Background: an optimization exercise with open tools, aiming at small area, a short achievable clock period and few clock cycles per item. Do not read the settings as production practice. Function not checked in this run: the RTL went through the layout flow alone. Power and IR drop assume default switching activity.

$ cat design/flow/run.sh
#!/bin/bash
# synth_recipe.tcl (not shown) runs the flow's synth.tcl, then flattens the netlist and writes it again
# the make line also repeats each setting of config.mk as NAME=value (left out here)
make -C /OpenROAD-flow-scripts/flow DESIGN_CONFIG=/design/flow/config.mk WORK_HOME=/design/flow/orfs CLKGATE_MAP_FILE= SYNTH_SCRIPT=/design/flow/synth_recipe.tcl finish
$ cat design/flow/config.mk
export PLATFORM = sky130hd
export DESIGN_NAME = array_list_insert_remove_core
export DESIGN_NICKNAME = array_list_insert_remove_core
export VERILOG_FILES = /design/flow/design.v
export SDC_FILE = /design/flow/constraint.sdc
export NUM_CORES = 8
export LEC_CHECK = 0
export CAP_MARGIN = 20
export CELL_PAD_IN_SITES_DETAIL_PLACEMENT = 1
export CORE_MARGIN = 2
export CORE_UTILIZATION = 25
export PLACE_DENSITY = 0.33
export SETUP_SLACK_MARGIN = 5
export SLEW_MARGIN = 20
export SYNTH_HIERARCHICAL = 1
export TNS_END_PERCENT = 10
$ cat design/flow/constraint.sdc
create_clock -name core_clock -period 8.5 [get_ports {aclk}]
set_input_delay 1.7000 -clock core_clock [delete_from_list [all_inputs] [get_ports {aclk}]]
set_output_delay 1.7000 -clock core_clock [all_outputs]
set_load 0.01 [all_outputs]
$ cat design/flow/design.v
package alir_pkg;
    localparam int DEPTH_DEF = 128;
    localparam int OPCODE_W  = 3;
    localparam int VALUE_W   = 32;
    localparam int POS_W     = 8;
    localparam int STATUS_W  = 2;
    localparam int LEN_W     = 8;
    localparam int S_TDATA_W = 48;
    localparam int M_TDATA_W = 48;
    localparam int CMD_W     = OPCODE_W + VALUE_W + POS_W;
    localparam int RES_W     = STATUS_W + LEN_W + VALUE_W;
    localparam logic [OPCODE_W-1:0] OP_APPEND     = 3'd0;
    localparam logic [OPCODE_W-1:0] OP_PREPEND    = 3'd1;
    localparam logic [OPCODE_W-1:0] OP_INSERT_AT  = 3'd2;
    localparam logic [OPCODE_W-1:0] OP_REMOVE_AT  = 3'd3;
    localparam logic [OPCODE_W-1:0] OP_REMOVE_VAL = 3'd4;
    localparam logic [OPCODE_W-1:0] OP_READ       = 3'd5;
    localparam logic [STATUS_W-1:0] ST_OK    = 2'd0;
    localparam logic [STATUS_W-1:0] ST_FULL  = 2'd1;
    localparam logic [STATUS_W-1:0] ST_RANGE = 2'd2;
endpackage
import alir_pkg::*;
module alir_ctrl
(
    input  logic                      aclk,
    input  logic                      aresetn,
    input  logic                      s_tvalid,
    output logic                      s_tready,
    input  logic [CMD_W-1:0]          s_cmd,
    output logic                      m_tvalid,
    input  logic                      m_tready,
    output logic [M_TDATA_W-1:0]      m_tdata,
    output logic [CMD_W-1:0]          x_cmd,
    output logic                      x_go,      
    output logic                      x_free,    
    output logic [CMD_W-1:0]          n_cmd,     
    input  logic                      x_done,    
    input  logic [LEN_W+STATUS_W-1:0] x_stat,    
    input  logic [VALUE_W-1:0]        r_rd       
);
    localparam int QN = 3;
    logic [1:0]       i_cnt_reg;
    logic [CMD_W-1:0] ia_reg, ib_reg;
    logic             x_valid_reg;
    logic [CMD_W-1:0] x_cmd_reg;
    logic             r_valid_reg;
    logic [LEN_W+STATUS_W-1:0] r_stat_reg;
    logic [1:0]       q_cnt_reg;
    logic [RES_W-1:0] q_reg [QN];
    logic [RES_W-1:0] r_res;
    logic             accept;
    logic             deq;
    logic             finish;
    logic             pop;
    assign s_tready = (i_cnt_reg != 2'd2);
    assign accept   = s_tvalid && s_tready;
    assign x_go     = x_valid_reg && ((q_cnt_reg + 2'(r_valid_reg)) <= 2'd2) && (q_cnt_reg != 2'd3);
    assign finish   = x_go && x_done;
    assign x_free   = !x_valid_reg || finish;
    assign deq      = x_free && (i_cnt_reg != 2'd0);
    assign pop      = m_tvalid && m_tready;
    assign n_cmd    = ia_reg;
    assign x_cmd    = x_cmd_reg;
    assign r_res    = {r_rd, r_stat_reg};
    assign m_tvalid = (q_cnt_reg != 2'd0);
    assign m_tdata  = {(M_TDATA_W-RES_W)'(0), q_reg[0]};
    always_ff @(posedge aclk) begin
        if (!aresetn) begin
            i_cnt_reg   <= 2'd0;
            x_valid_reg <= 1'b0;
            r_valid_reg <= 1'b0;
            q_cnt_reg   <= 2'd0;
        end else begin
            i_cnt_reg <= i_cnt_reg - 2'(deq) + 2'(accept);
            if (x_free) begin
                x_valid_reg <= (i_cnt_reg != 2'd0);
            end
            r_valid_reg <= finish;
            q_cnt_reg   <= q_cnt_reg + 2'(r_valid_reg) - 2'(pop);
        end
    end
    always_ff @(posedge aclk) begin
        if (deq) begin
            ia_reg <= (i_cnt_reg == 2'd2) ? ib_reg : s_cmd;
        end else if (i_cnt_reg == 2'd0) begin
            ia_reg <= s_cmd;
        end
        if (accept && ((i_cnt_reg - 2'(deq)) == 2'd1)) begin
            ib_reg <= s_cmd;
        end
        if (x_free) begin
            x_cmd_reg <= ia_reg;
        end
        r_stat_reg <= x_stat;
        for (int i = 0; i < QN; i++) begin
            if (r_valid_reg && (2'(i) == q_cnt_reg - 2'(pop))) begin
                q_reg[i] <= r_res;
            end else if (pop) begin
                q_reg[i] <= q_reg[(i < QN - 1) ? i + 1 : i];
            end
        end
    end
endmodule
import alir_pkg::*;
module alir_datapath
#(
    parameter int DEPTH = DEPTH_DEF
) (
    input  logic                      aclk,
    input  logic                      aresetn,
    input  logic [CMD_W-1:0]          x_cmd,
    input  logic                      x_go,
    input  logic                      x_free,
    input  logic [CMD_W-1:0]          n_cmd,
    output logic                      x_done,
    output logic [LEN_W+STATUS_W-1:0] x_stat,
    output logic [VALUE_W-1:0]        r_rd
);
    localparam int AW = $clog2(DEPTH);
    localparam int LW = AW / 2;        
    localparam int HW = AW - LW;
    function automatic logic [DEPTH-1:0] therm_lt(input logic [POS_W-1:0] n);
        logic [(1<<HW)-1:0] h_lt, h_eq;
        logic [(1<<LW)-1:0] l_lt;
        logic               big;
        big = |(n >> AW);
        for (int h = 0; h < (1 << HW); h++) begin
            h_lt[h] = (HW'(h) < n[AW-1:LW]);
            h_eq[h] = (HW'(h) == n[AW-1:LW]);
        end
        for (int l = 0; l < (1 << LW); l++) begin
            l_lt[l] = (LW'(l) < n[LW-1:0]);
        end
        for (int j = 0; j < DEPTH; j++) begin
            therm_lt[j] = big || h_lt[j >> LW] || (h_eq[j >> LW] && l_lt[j % (1 << LW)]);
        end
    endfunction
    logic [OPCODE_W-1:0] op;
    logic [VALUE_W-1:0]  val;
    logic [POS_W-1:0]    pos;
    logic [VALUE_W-1:0]  n_val;
    logic [POS_W-1:0]    n_pos;
    assign op    = x_cmd[OPCODE_W-1:0];
    assign val   = x_cmd[OPCODE_W +: VALUE_W];
    assign pos   = x_cmd[OPCODE_W + VALUE_W +: POS_W];
    assign n_val = n_cmd[OPCODE_W +: VALUE_W];
    assign n_pos = n_cmd[OPCODE_W + VALUE_W +: POS_W];
    logic [DEPTH-1:0] flag;       
    logic [DEPTH-1:0] live_reg;   
    logic [DEPTH-1:0] age_reg;    
    logic [LEN_W-1:0] count_reg;
    logic [DEPTH-1:0] ins_ge;     
    logic [DEPTH-1:0] first_ge;   
    logic [DEPTH-1:0] cmp;        
    logic             more;       
    logic             any;
    logic             val_eq;
    logic is_ins, full, ins_ok, idx_ok;
    logic do_ins, do_rat, do_rv, do_dec;
    logic [STATUS_W-1:0] status;
    logic [LEN_W-1:0]    count_next;
    assign val_eq = (val == n_val);
    logic [DEPTH-1:0] pf [AW+1];
    logic [DEPTH-1:0] first_ge_n;
    assign pf[0] = flag;
    for (genvar l = 1; l <= AW; l++) begin : g_pf
        localparam int D = 1 << (l - 1);
        if (l % 2 == 1) begin : g_nor
            alir_nor2 #(DEPTH-D) u_g (.a(pf[l-1][DEPTH-1:D]), .b(pf[l-1][DEPTH-D-1:0]), .y(pf[l][DEPTH-1:D]));
        end else begin : g_nand
            alir_nand2 #(DEPTH-D) u_g (.a(pf[l-1][DEPTH-1:D]), .b(pf[l-1][DEPTH-D-1:0]), .y(pf[l][DEPTH-1:D]));
        end
        alir_inv #(D) u_i (.a(pf[l-1][D-1:0]), .y(pf[l][D-1:0]));
    end
    if (AW % 2 == 1) begin : g_pf_odd
        assign first_ge_n = pf[AW];
    end else begin : g_pf_even
        assign first_ge_n = ~pf[AW];
    end
    assign first_ge = ~first_ge_n;
    logic [DEPTH-1:0] ta [AW+1];
    logic [DEPTH-1:0] tm [AW+1];
    assign ta[0] = flag;
    assign tm[0] = '0;
    for (genvar l = 1; l <= AW; l++) begin : g_cnt
        localparam int N = DEPTH >> l;
        logic [N-1:0] al, ar, ml, mr;
        for (genvar i = 0; i < N; i++) begin : g_split
            assign al[i] = ta[l-1][2*i];
            assign ar[i] = ta[l-1][2*i+1];
            assign ml[i] = tm[l-1][2*i];
            assign mr[i] = tm[l-1][2*i+1];
        end
        if (l == 1) begin : g_first
            alir_nor2  #(N) u_a (.a(al), .b(ar), .y(ta[l][N-1:0]));
            alir_nand2 #(N) u_m (.a(al), .b(ar), .y(tm[l][N-1:0]));
        end else if (l % 2 == 1) begin : g_odd
            alir_nor2   #(N) u_a (.a(al), .b(ar), .y(ta[l][N-1:0]));
            alir_a211oi #(N) u_m (.a1(al), .a2(ar), .b1(ml), .c1(mr), .y(tm[l][N-1:0]));
        end else begin : g_even
            alir_nand2  #(N) u_a (.a(al), .b(ar), .y(ta[l][N-1:0]));
            alir_o211ai #(N) u_m (.a1(al), .a2(ar), .b1(ml), .c1(mr), .y(tm[l][N-1:0]));
        end
        if (N < DEPTH) begin : g_pad
            assign ta[l][DEPTH-1:N] = '0;
            assign tm[l][DEPTH-1:N] = '0;
        end
    end
    if (AW % 2 == 1) begin : g_cnt_odd
        assign any  = !ta[AW][0];
        assign more = !tm[AW][0];
    end else begin : g_cnt_even
        assign any  = ta[AW][0];
        assign more = tm[AW][0];
    end
    always_comb begin
        unique case (op)
            OP_APPEND:  ins_ge = ~live_reg;
            OP_PREPEND: ins_ge = '1;
            default:    ins_ge = age_reg;
        endcase
    end
    assign is_ins = (op == OP_APPEND) || (op == OP_PREPEND) || (op == OP_INSERT_AT);
    assign full   = live_reg[DEPTH-1];
    assign ins_ok = (op != OP_INSERT_AT) || (pos <= count_reg);
    assign idx_ok = (pos < count_reg);
    assign do_ins = x_go && is_ins && !full && ins_ok;
    assign do_rat = x_go && (op == OP_REMOVE_AT) && idx_ok;
    assign do_rv  = x_go && (op == OP_REMOVE_VAL);
    assign do_dec = do_rat || (do_rv && any);
    assign x_done = !((op == OP_REMOVE_VAL) && more);
    always_comb begin
        status = ST_OK;
        unique case (op)
            OP_APPEND, OP_PREPEND, OP_INSERT_AT: begin
                if (full)         status = ST_FULL;
                else if (!ins_ok) status = ST_RANGE;
            end
            OP_REMOVE_AT, OP_READ: begin
                if (!idx_ok) status = ST_RANGE;
            end
            OP_REMOVE_VAL: status = ST_OK;
            default:       status = ST_RANGE;
        endcase
    end
    always_comb begin
        count_next = count_reg;
        if (do_ins) begin
            count_next = count_reg + 1'b1;
        end else if (do_dec) begin
            count_next = count_reg - 1'b1;
        end
    end
    assign x_stat = {count_next, status};
    always_ff @(posedge aclk) begin
        if (!aresetn) begin
            count_reg <= '0;
            live_reg  <= '0;
        end else begin
            count_reg <= count_next;
            if (do_ins) begin
                live_reg <= {live_reg[DEPTH-2:0], 1'b1};
            end else if (do_dec) begin
                live_reg <= {1'b0, live_reg[DEPTH-1:1]};
            end
        end
    end
    always_ff @(posedge aclk) begin
        if (x_free) begin
            age_reg <= ~therm_lt(n_pos);
        end
    end
    logic [VALUE_W-1:0] q   [DEPTH];
    logic [DEPTH-1:0]   rs;    
    logic [DEPTH-1:0]   rsel;
    assign rsel = (x_go && (op == OP_READ) && idx_ok) ? (age_reg & ~{age_reg[DEPTH-2:0], 1'b0}) : '0;
    for (genvar j = 0; j < DEPTH; j++) begin : g_cell
        logic take_val, take_below, take_above;
        logic [VALUE_W-1:0] below, above;
        logic c_below, c_above, fl_above;
        if (j > 0) begin : g_below
            assign below      = q[j-1];
            assign c_below    = cmp[j-1];
            assign take_below = do_ins && ins_ge[j-1];
            assign take_val   = do_ins && ins_ge[j] && !ins_ge[j-1];
        end else begin : g_bottom
            assign below      = '0;
            assign c_below    = 1'b0;
            assign take_below = 1'b0;
            assign take_val   = do_ins && ins_ge[j];
        end
        if (j < DEPTH - 1) begin : g_above
            assign above    = q[j+1];
            assign c_above  = cmp[j+1];
            assign fl_above = flag[j+1];
        end else begin : g_top
            assign above    = q[j];
            assign c_above  = 1'b0;
            assign fl_above = 1'b0;
        end
        assign take_above = (do_rat && age_reg[j]) || (do_rv && first_ge[j]);
        alir_cell u_cell (
            .aclk       (aclk),
            .take_val   (take_val),
            .take_below (take_below),
            .take_above (take_above),
            .val        (val),
            .below      (below),
            .above      (above),
            .n_val      (n_val),
            .live       (live_reg[j]),
            .x_free     (x_free),
            .val_eq     (val_eq),
            .c_below    (c_below),
            .c_above    (c_above),
            .fl_above   (fl_above),
            .rsel       (rsel[j]),
            .q          (q[j]),
            .flag       (flag[j]),
            .cmp        (cmp[j]),
            .rs         (rs[j])
        );
    end
    localparam int NP = DEPTH / 2;
    localparam int PW = AW - 1;
    logic [VALUE_W-1:0] rt [2*NP-1];
    for (genvar i = 0; i < NP; i++) begin : g_rd_leaf
        alir_a22oi #(VALUE_W) u_g (
            .a1 (q[2*i]),   .a2 ({VALUE_W{rs[2*i]}}),
            .b1 (q[2*i+1]), .b2 ({VALUE_W{rs[2*i+1]}}),
            .y  (rt[NP-1+i])
        );
    end
    for (genvar k = NP - 2; k >= 0; k--) begin : g_rd_node
        if (($clog2(k + 2) % 2) == (PW % 2)) begin : g_nand
            alir_nand2 #(VALUE_W) u_g (.a(rt[2*k+1]), .b(rt[2*k+2]), .y(rt[k]));
        end else begin : g_nor
            alir_nor2 #(VALUE_W) u_g (.a(rt[2*k+1]), .b(rt[2*k+2]), .y(rt[k]));
        end
    end
    if (PW % 2 == 1) begin : g_rd_odd
        assign r_rd = rt[0];
    end else begin : g_rd_even
        assign r_rd = ~rt[0];
    end
endmodule
module alir_cell
(
    input  logic               aclk,
    input  logic               take_val,
    input  logic               take_below,
    input  logic               take_above,
    input  logic [VALUE_W-1:0] val,
    input  logic [VALUE_W-1:0] below,
    input  logic [VALUE_W-1:0] above,
    input  logic [VALUE_W-1:0] n_val,
    input  logic               live,
    input  logic               x_free,
    input  logic               val_eq,
    input  logic               c_below,   
    input  logic               c_above,   
    input  logic               fl_above,  
    input  logic               rsel,
    output logic [VALUE_W-1:0] q,
    output logic               flag,
    output logic               cmp,       
    output logic               rs         
);
    logic take_hold;
    logic eq;
    assign take_hold = !(take_val || take_below || take_above);
    assign cmp       = live && eq;
    alir_eq32 u_eq (
        .a  (q),
        .b  (n_val),
        .eq (eq)
    );
    always_ff @(posedge aclk) begin
        rs   <= rsel;
        q    <= ({VALUE_W{take_val}}   & val)
              | ({VALUE_W{take_below}} & below)
              | ({VALUE_W{take_above}} & above)
              | ({VALUE_W{take_hold}}  & q);
        if (x_free) begin
            flag <= (take_val && val_eq)
                  | (take_below && c_below)
                  | (take_above && c_above)
                  | (take_hold && cmp);
        end else begin
            flag <= take_above ? fl_above : flag;
        end
    end
endmodule
module alir_eq32
(
    input  logic [VALUE_W-1:0] a,
    input  logic [VALUE_W-1:0] b,
    output logic               eq
);
    logic [31:0] e;    
    logic [7:0]  n1;   
    logic [3:0]  e2;   
    logic [1:0]  n3;   
    assign e = ~(a ^ b);
    alir_nand4 #(8) u_l1 (.a(e[31:24]), .b(e[23:16]), .c(e[15:8]), .d(e[7:0]), .y(n1));
    alir_nor2  #(4) u_l2 (.a(n1[7:4]),  .b(n1[3:0]),  .y(e2));
    alir_nand2 #(2) u_l3 (.a(e2[3:2]),  .b(e2[1:0]),  .y(n3));
    alir_nor2  #(1) u_l4 (.a(n3[1]),    .b(n3[0]),    .y(eq));
endmodule
module alir_nor2
#(
    parameter int W = 1
) (
    input  logic [W-1:0] a,
    input  logic [W-1:0] b,
    output logic [W-1:0] y
);
    assign y = ~(a | b);
endmodule
module alir_nand2
#(
    parameter int W = 1
) (
    input  logic [W-1:0] a,
    input  logic [W-1:0] b,
    output logic [W-1:0] y
);
    assign y = ~(a & b);
endmodule
module alir_inv
#(
    parameter int W = 1
) (
    input  logic [W-1:0] a,
    output logic [W-1:0] y
);
    assign y = ~a;
endmodule
module alir_a211oi
#(
    parameter int W = 1
) (
    input  logic [W-1:0] a1,
    input  logic [W-1:0] a2,
    input  logic [W-1:0] b1,
    input  logic [W-1:0] c1,
    output logic [W-1:0] y
);
    assign y = ~((a1 & a2) | b1 | c1);
endmodule
module alir_o211ai
#(
    parameter int W = 1
) (
    input  logic [W-1:0] a1,
    input  logic [W-1:0] a2,
    input  logic [W-1:0] b1,
    input  logic [W-1:0] c1,
    output logic [W-1:0] y
);
    assign y = ~((a1 | a2) & b1 & c1);
endmodule
module alir_nand4
#(
    parameter int W = 1
) (
    input  logic [W-1:0] a,
    input  logic [W-1:0] b,
    input  logic [W-1:0] c,
    input  logic [W-1:0] d,
    output logic [W-1:0] y
);
    assign y = ~(a & b & c & d);
endmodule
module alir_a22oi
#(
    parameter int W = 1
) (
    input  logic [W-1:0] a1,
    input  logic [W-1:0] a2,
    input  logic [W-1:0] b1,
    input  logic [W-1:0] b2,
    output logic [W-1:0] y
);
    assign y = ~((a1 & a2) | (b1 & b2));
endmodule
import alir_pkg::*;
module array_list_insert_remove_core
#(
    parameter int DEPTH = DEPTH_DEF
) (
    input  logic                 aclk,
    input  logic                 aresetn,
    input  logic                 s_tvalid,
    output logic                 s_tready,
    input  logic [S_TDATA_W-1:0] s_tdata,    
    output logic                 m_tvalid,
    input  logic                 m_tready,
    output logic [M_TDATA_W-1:0] m_tdata     
);
    logic [CMD_W-1:0]          x_cmd;
    logic                      x_go;
    logic                      x_free;
    logic [CMD_W-1:0]          n_cmd;
    logic                      x_done;
    logic [LEN_W+STATUS_W-1:0] x_stat;
    logic [VALUE_W-1:0]        r_rd;
    alir_ctrl u_ctrl (
        .aclk     (aclk),
        .aresetn  (aresetn),
        .s_tvalid (s_tvalid),
        .s_tready (s_tready),
        .s_cmd    (s_tdata[CMD_W-1:0]),
        .m_tvalid (m_tvalid),
        .m_tready (m_tready),
        .m_tdata  (m_tdata),
        .x_cmd    (x_cmd),
        .x_go     (x_go),
        .x_free   (x_free),
        .n_cmd    (n_cmd),
        .x_done   (x_done),
        .x_stat   (x_stat),
        .r_rd     (r_rd)
    );
    alir_datapath #(
        .DEPTH (DEPTH)
    ) u_datapath (
        .aclk    (aclk),
        .aresetn (aresetn),
        .x_cmd   (x_cmd),
        .x_go    (x_go),
        .x_free  (x_free),
        .n_cmd   (n_cmd),
        .x_done  (x_done),
        .x_stat  (x_stat),
        .r_rd    (r_rd)
    );
endmodule
==> run summary <==
result of the run finished clean; share of power burned in the clock network 21.2%; antenna violations before repair 96; type of the tightest min-delay check register to register; total vias in the final route 294000; later-pin clock latency in the skew report 1.19 ns; setup_tns 0 ns; met2 layer wire length in the routed design 770 mm; Final Hold Violating Endpoints 0; final std cells w/o fill 50000; share of power burned in combinational logic 40.8%; Root Buffer Master sky130_fd_sc_hd__clkbuf_16; number of sinks on the clock net 4887; count of buffers inserted at the top-level ports 90; detailed-route DRC error count 0; global-route wire length before repair 2390 mm; Seq cells post-synth 4887; internal power component 0.0707 W; final non-filler cell area 0.346 mm^2; IR drop worst, VDD 0.230 mV; Initial Utilization 25.0%; GR Overflow Total 0; Top-Level Pins 102; Filler Cells Inserted 133000; final RePlAce weighted congestion 0.924; Yosys top cell by area sky130_fd_sc_hd__dfxtp_1; sequential cell area fraction in the yosys report 35.4%; fraction of final layout cells sized beyond drive strength 1 18.2%; hold buffer count at CTS 0; fin nets 33900; number of nets with antenna violations after routing 0; buffers and inverters on the worst path 1; cell area after placement 0.308 mm^2; max-cap violations 0; met3 wire length 121 mm; total leakage power 132 nW; vias in the first global route 290000; storage element area 0.103 mm^2; switching component of the power 0.0671 W; chip width 1.08 mm; number of CTS-inserted buffers 674; Synth-to-Final Area Change 19.0%; number of warnings issued by yosys 18; Cell Area, Synth 0.291 mm^2; DR vias/cell 5.87; library cell contributing the largest single delay on the critical path sky130_fd_sc_hd__edfxtp_1; Crit Path Max Fanout 1; multi-input logic area 0.177 mm^2; proportion of register bits with asynchronous set or reset after synthesis 0%; RSZ-0062 raised after global routing true; endpoints failing setup 0; DRC violation total after the first TritonRoute iteration 46800; sequential group share of total power 38.0%; area of the core region 1.16 mm^2; average cell area after synthesis 8.73 um^2; Die Height 1.08 mm; achievable frequency 234 MHz; transition time of the tightest slew-check pin 1.46 ns; full die area 1.17 mm^2; clock transition time at the flip-flop clock pins of the worst setup and hold paths 0.07 ns; power density normalized to cell area 399 mW/mm^2; fraction of synthesized cell area taken by the top area cell type 30.1%; CTS tree built; HPWL Detailed 1260 mm; maximum count of clock buffers along a single path 5; global routing usage summed across all routing layers 28.0%; Max Clock Skew 0.0963 ns; unique cell type count in the Yosys netlist 67; startpoint types register; most area-consuming cells after synthesis sky130_fd_sc_hd__dfxtp_1 30%, sky130_fd_sc_hd__a222oi_1 15%, sky130_fd_sc_hd__nand2_1 14%; highest cell delay on the worst timing path 1.05 ns; number of enable flip-flop cells after synthesis 511; routed length per instance 34.8 um; most common flop cell mapped by yosys sky130_fd_sc_hd__dfxtp_1; type of element capturing the critical path output pin; highest routing layer actually used met5; placement row count 396; CTS HTree Levels 6; final clock period utilization by the worst path 50.3%; routed wire length 1740 mm; relative slew slack 2.55%; critical path required time 6.80 ns; maximum number of pins on one net before global-route repair 82; cell-by-cell trace of the critical path buf_2; final period demand of the worst path 4.28 ns; Largest register FFs 4096; Syn Inst Count 33300; net switching fraction of the power 48.7%; Slew Viols, Final 0; family with the most delay on the worst path flip-flops; critical setup path kind register to output pin; TritonRoute pass-1 iters 14; placed instance count 48000; total routed wire length on the met1 layer 756 mm; worst endpoint data arrival time 2.58 ns
==> modules after synthesis (local to each module, per instance), a selection <==
module     cells  area (um^2)  flops+latches
alir_cell    152         1410             34
alir_ctrl    463        10000            271
alir_eq32     32          280              0
==> per-layer routing <==
metal,vias up,track usage (%)
li1,126000,-
met1,153000,37.9
met2,12100,43.9
met3,2318,4.07
met4,28,12.9
met5,-,0
==> logic make-up (layout without fill, tap and decap cells) <==
kind of cell | Yosys count | in the layout | synth area share (%)
AND/OR/NAND/NOR | 14600 | 14600 | 20.9
AO/OA/AOI/OAI | 7165 | 7165 | 25.3
flip-flops | 4887 | 4887 | 35.4
XOR/XNOR | 4138 | 4138 | 12.5
buffers and inverters | 2331 | 3333 | 5.27
multiplexers | 132 | 132 | 0.561
adder cells (fa/ha/maj) | 15 | 15 | 0.0646
other | 2 | 166 | 0.00258
==> final cells by class <==
type                       count  area share [%]
antenna                      124          0.0897
timing repair buffer        1924            6.78
clock inverter               189           0.569
inverter                     197           0.224
sequential                  4887            29.8
multi-input combinational  26100            51.2
clock buffer                1023            5.75
tap                        15500            5.62
==> Yosys cell counts, drive strengths merged (3+ instances only) <==
| cell type | n |
|---|---|
| nand2 | 10600 |
| a32oi | 3 |
| buf | 1989 |
| a21oi | 401 |
| nand2b | 4 |
| clkbuf | 145 |
| a222oi | 4224 |
| inv | 196 |
| a22oi | 2054 |
| nor3 | 141 |
| dfxtp | 4376 |
| ha | 15 |
| or2 | 134 |
| nand3 | 80 |
| and3 | 9 |
| or3 | 7 |
| a31oi | 129 |
| mux2 | 127 |
| nor2b | 3 |
| nand4 | 1040 |
| o221ai | 78 |
| nor2 | 2150 |
| o21ai | 148 |
| mux2i | 5 |
| xnor2 | 4106 |
| and2 | 261 |
| o211ai | 44 |
| a21o | 4 |
| a211oi | 67 |
| xor2 | 32 |
| edfxtp | 511 |
| nor3b | 130 |
| nor4 | 10 |
==> power groups by stage <==
stage               logic, W  registers [W]  clock network (W)
floorplan             0.0323         0.0478                  0
global route          0.0602         0.0534             0.0308
global placement      0.0499         0.0524                  0
finish                0.0562         0.0523             0.0293
detailed placement    0.0510         0.0527                  0
CTS                   0.0544         0.0519             0.0299
==> final timing paths <==
path                            cells after the start  slack (ns)                        startpoint                 end
worst min-delay path                                0        0.47              u_ctrl.r_stat_reg[5]  u_ctrl.q_reg[2][5]
worst max-delay path                                1        4.22               u_ctrl.q_reg[0][18]         m_tdata[18]
worst min register to register                      0        0.47              u_ctrl.r_stat_reg[5]  u_ctrl.q_reg[2][5]
worst max register to register                     18        4.28  u_datapath.g_cell[7].u_cell.flag   u_ctrl.ib_reg[22]
==> placed cells by master, fill, tap and decap left out, types with 132 or more instances in the layout <==
cell type,instances
sky130_fd_sc_hd__nand4_1,1040
sky130_fd_sc_hd__dfxtp_2,132
sky130_fd_sc_hd__a21oi_1,396
sky130_fd_sc_hd__clkbuf_1,196
sky130_fd_sc_hd__nand2_1,10600
sky130_fd_sc_hd__buf_6,220
sky130_fd_sc_hd__a22oi_2,2048
sky130_fd_sc_hd__buf_12,268
sky130_fd_sc_hd__a222oi_1,4224
sky130_fd_sc_hd__nor2_4,173
sky130_fd_sc_hd__dfxtp_1,4234
sky130_fd_sc_hd__buf_4,1076
sky130_fd_sc_hd__inv_1,183
sky130_fd_sc_hd__nor2_2,244
sky130_fd_sc_hd__xnor2_1,4104
sky130_fd_sc_hd__clkbuf_16,737
sky130_fd_sc_hd__edfxtp_1,511
sky130_fd_sc_hd__and2_1,190
sky130_fd_sc_hd__clkbuf_8,140
sky130_fd_sc_hd__nor2_1,1734
==> metrics by stage <==
stage | util (%) | setup WS, ns | hold WS, ns | total power, W
after floorplan | - | -0.0141 | 0.400 | 0.0801
final | 29.8 | 4.22 | 0.471 | 0.138
after detailed placement | 26.5 | 2.81 | 0.447 | 0.104
after global placement | 26.5 | 2.81 | 0.436 | 0.102
after CTS | 29.3 | 4.27 | 0.462 | 0.136
after global routing | 29.8 | 4.23 | 0.484 | 0.144
==> what timing repair did <==
action | in CTS | in global routing
resized for setup | 979 | 687
pin swaps | 130 | 86
setup endpoints to repair | 5075 | 5025
gates cloned | 125 | 56
setup buffers | 350 | 154

## afterwards: timing with drivers on the ports
In the flow no input, the clock included, has a driving cell. The finished layout below was timed again as built, in two steps. Step 1 (the two cells are an assumption about what drives the block):
set clk [get_ports {aclk}]
set_driving_cell -lib_cell sky130_fd_sc_hd__clkbuf_16 $clk
set_driving_cell -lib_cell sky130_fd_sc_hd__buf_2 [delete_from_list [all_inputs] $clk]
Step 2, shift: input delay + t, output delay - t, t = (earliest + latest rising clock arrival at the registers) / 2. This alone moves slack from input paths to output paths. a / b / c = ideal ports / drivers / drivers and shift; a / b = the first two.
t (ns): 1.301
setup slack, ns: 4.223 / 4.062 / 3.798
worst setup path after step 2: input to register
worst data-port slew with drivers (ns): 0.09
pins driven straight from the clock port: 1
After both steps setup and hold are still met in this run. For this run, drivers alone change the setup slack by -0.161 ns; drivers and shift together by -0.425 ns.
